Context: an optimization exercise on an open-source flow, tuned for small area, a short achievable clock period and few clock cycles per item. The choices shown serve that exercise and are no tape-out recipe.
Where RTL was checked, it was by simulation tests only, not by an equivalence proof against the original.

// aes128_block_cipher
module aes128_block_cipher (
    input  logic          aclk,
    input  logic          aresetn,
    input  logic          cfg_wr_en,
    input  logic [1:0]    cfg_index,
    input  logic [63:0]   cfg_data,
    input  logic          s_valid,
    output logic          s_ready,
    input  logic [63:0]   s_block_upper,
    input  logic [63:0]   s_block_lower,
    output logic          m_valid,
    input  logic          m_ready,
    output logic [63:0]   m_result_upper,
    output logic [63:0]   m_result_lower
);
Size in the first run: ~18,000 cells after synthesis, roughly 2,500 flip-flops, about 330 I/O pins, ~170,000 um^2 of cells after synthesis.
Settings: LEC_CHECK=0, ABC_AREA=1, CAP_MARGIN=30, CORE_MARGIN=2, CORE_UTILIZATION=45, PLACE_DENSITY=0.6, SETUP_SLACK_MARGIN=5.0, SLEW_MARGIN=30; clock period 8.0 ns.
run.sh (not shown) runs the stock make flow with config.mk's settings and CLKGATE_MAP_FILE= SYNTH_SCRIPT=/design/flow/synth_recipe.tcl, a recipe that flattens the netlist after the stock synthesis.
==> next run, changes <==
==> flow/flow/run.sh (new file) <==
#!/bin/bash
# Layout flow: the standard flow, with one change in synthesis: the
# combinational mapping (ABC) uses an area-oriented script (flow/abc.script)
# instead of ORFS's abc_area.script. Everything else, including the register
# mapping and the names, is the standard synthesis (synth_recipe.tcl).
set -euo pipefail
W=$PWD
{
cat <<'EOF'
# Use flow/abc.script for the combinational mapping; all other steps unchanged.
proc abc {args} {
  set i [lsearch -exact $args -script]
  if {$i >= 0} { set args [lreplace $args $i [expr {$i + 1}] -script $::env(FLOW_ABC_SCRIPT)] }
  yosys abc {*}$args
}
EOF
cat synth_recipe.tcl
} > custom_synth.tcl
export FLOW_ABC_SCRIPT=$W/flow/abc.script
bash standard.sh SYNTH_SCRIPT=$W/custom_synth.tcl synth > synth.log 2>&1
bash standard.sh > layout.log 2>&1
==> flow/flow/abc.script (new file) <==
strash
dch
map -a
topo
stime -c
buffer -c
upsize -c
dnsize -c
==> flow/standard.sh (new file) <==
#!/bin/bash
# synth_recipe.tcl (not shown) runs the flow's synth.tcl, then flattens the netlist and writes it again
# the make line also repeats each setting of config.mk as NAME=value (left out here)
make -C /OpenROAD-flow-scripts/flow DESIGN_CONFIG=/design/flow/config.mk WORK_HOME=/design/flow/orfs CLKGATE_MAP_FILE= SYNTH_SCRIPT=/design/flow/synth_recipe.tcl "${@:-finish}"
ABC_AREA = unset   (was 1)
removed: flow/run.sh
Result: Routed wire length came out lower by 1.5%. Final area decreases by 2.7%. Worst setup slack loses 550 ps. Fmax goes down by 14%. Sequential cell count stays the same. Die area came out lower by 1.6%. Critical path depth climbs by 17. Synthesized cell count decreases by about 3.5%.
Function was not checked in any run of this note: the RTL went through the layout flow alone.

---

== lane 1 ==
Another version of the RTL of aes128_block_cipher (not shown whole).
Size in the first run: roughly 2300 flip-flops, about 330 I/O pins, ~170000 sq um of cells after synthesis.
clock: 8.0 ns
lec_check: 0
abc_area: 1
cap_margin: 30
core_margin: 2
core_utilization: 50
place_density: 0.65
setup_slack_margin: 5.0
slew_margin: 30
standard.sh (not shown) runs the stock make flow with config.mk's settings and CLKGATE_MAP_FILE= SYNTH_SCRIPT=/design/flow/synth_recipe.tcl, a recipe that flattens the netlist after the stock synthesis.
==> flow/flow/run.sh <==
#!/bin/bash
# Layout flow: the standard flow (standard.sh, unchanged synthesis), with
# two changes in placement: the port buffers are buf_4 cells, and after global
# placement (flow/place_out.tcl) each register that drives an output port is
# moved next to its port before the flow legalizes and optimizes the placement.
# Each tool's output goes to a log file here.
set -euo pipefail
W=$PWD
bash standard.sh POST_GLOBAL_PLACE_TCL=$W/flow/place_out.tcl "BUFFER_PORTS_ARGS=-buffer_cell sky130_fd_sc_hd__buf_4" finish > layout.log 2>&1
==> flow/flow/place_out.tcl <==
# After global placement: put each flip-flop that drives an output port (through
# the port buffer) next to that port, together with the buffer, so the
# register-to-output paths are short. Detailed placement legalizes them later.
set block [ord::get_db_block]
set core [$block getCoreArea]
set cx0 [$core xMin]; set cy0 [$core yMin]; set cx1 [$core xMax]; set cy1 [$core yMax]
set inset 4000
set moved 0
foreach bt [$block getBTerms] {
  if {[$bt getIoType] != "OUTPUT"} continue
  set net [$bt getNet]
  if {$net == "NULL"} continue
  set bpins [$bt getBPins]
  if {[llength $bpins] == 0} continue
  set bb [[lindex $bpins 0] getBBox]
  set px [expr {([$bb xMin] + [$bb xMax]) / 2}]
  set py [expr {([$bb yMin] + [$bb yMax]) / 2}]
  # target point just inside the core, facing the pin
  set tx [expr {min(max($px, $cx0 + $inset), $cx1 - $inset)}]
  set ty [expr {min(max($py, $cy0 + $inset), $cy1 - $inset)}]
  # the port buffer drives the port; the flop drives the buffer
  foreach it [$net getITerms] {
    if {![$it isOutputSignal]} continue
    set buf [$it getInst]
    set bufin ""
    foreach bi [$buf getITerms] { if {[$bi isInputSignal]} { set bufin $bi } }
    if {$bufin == ""} continue
    set n2 [$bufin getNet]
    if {$n2 == "NULL"} continue
    set drv ""
    foreach it2 [$n2 getITerms] { if {[$it2 isOutputSignal]} { set drv [$it2 getInst] } }
    if {$drv == ""} continue
    if {![[$drv getMaster] isSequential]} continue
    if {[llength [$n2 getITerms]] != 2} continue
    $buf setLocation $tx $ty
    $drv setLocation $tx $ty
    incr moved
  }
}
puts "place_out: moved $moved output registers next to their ports"
Looking at the reports, lane 1 completed the entire flow and the layout it produced met the timing, design-rule and antenna checks.
Testbench counts of lane 1, summed over its fixed seeds: cycles 8,768, blocks 1,536.
The following lists how lane 2 was set up differently from lane 1:
- ABC_AREA removed (was 1)
### Flow results
The higher standard cell area after detailed placement came out of lane 1.
Taking lane 1 as the reference point, the post-route worst setup slack of lane 2 falls by 0.0060 ns.
Of lane 2 and lane 1, it is lane 2 that has the higher total of plain and repair buffers excluding clock buffers.
Changes observed in lane 2 relative to lane 1: layout overhead on the synthesized area climbed 3.1 points; utilization climbed 1.7 points.
Diff lane 1..lane 2 | global route total overflow | negligible
[inputs] lane 3 vs lane 2
- an added ABC_AREA of 1
==> flow/flow/run.sh <==
#!/bin/bash
# Layout flow: the standard flow (standard.sh, unchanged synthesis), with
# one addition after global placement (flow/place_out.tcl): each register that
# drives an output port is moved next to its port before the flow legalizes
# and optimizes the placement. Each tool's output goes to a log file here.
set -euo pipefail
W=$PWD
bash standard.sh POST_GLOBAL_PLACE_TCL=$W/flow/place_out.tcl finish > layout.log 2>&1
Findings:
In the flow results for lane 2 and lane 3, the vias after detailed routing is smaller on lane 2. Relative to lane 2, the fraction of standard cell area that is sequential of lane 3 is higher by 0.17 points. Cmp lane 2 and lane 3 / non-clock buffer count / higher: lane 2. Lane 2 reports its slowest cell on the critical path as sky130_fd_sc_hd__or4_4 while lane 3 reports sky130_fd_sc_hd__edfxtp_1. Relative to lane 2, the wire length of lane 3 is higher by 8.5%. Relative to lane 2, critical path depth decreased by 8 in lane 3. Relative to lane 2, lane 3 degrades area of the die. Lane 3 vs lane 2: row count up slightly. For the cell area, lane 3 came in 0.61% lower than lane 2 did. Compared with lane 2, lane 3 shows a compound-cell area share of the yosys netlist that is 2.2 points lower. Lane 2 → lane 3: depth of the worst hold-timing path held steady; number of cells in the design after placement grew by 3039.

[afterwards: timing with drivers on the ports]
The results above use ideal ports. As a check the final layouts listed here were re-extracted and re-timed, cells and wires unchanged. Step 1, drivers: a clkbuf_16 drives aclk and a buf_2 each remaining input, both assumed. Step 2 times the ports against the registers' clock, not the clock port: input delays grow and output delays shrink by t, the midpoint of the rising clock arrivals with the driver on. a / b / c = no drivers / after step 1 / after step 2; a / b = the first two.
| run | t, ns | setup slack, ns | worst setup path at the end | latest minus earliest clock arrival (ns) | pins driven straight from the clock port |
|---|---|---|---|---|---|
| the first run of note 1 | 1.069 | 4.704 / 4.586 / 3.954 | input to register | 0.063 / 0.064 | 1 |
| the second run of note 1 | 1.071 | 4.154 / 4.154 / 3.878 | input to register | 0.074 / 0.074 | 1 |
| lane 1 | 1.032 | 4.834 / 4.725 / 4.007 | input to register | 0.092 / 0.092 | 1 |
| lane 2 | 1.016 | 4.828 / 4.749 / 3.980 | input to register | 0.083 / 0.083 | 1 |
| lane 3 | 1.043 | 4.815 / 4.708 / 3.894 | input to register | 0.104 / 0.104 | 1 |
After both steps every run listed still meets setup and hold. For lane 3, which loses most, drivers alone change the setup slack by -0.107 ns; drivers and shift together by -0.921 ns.
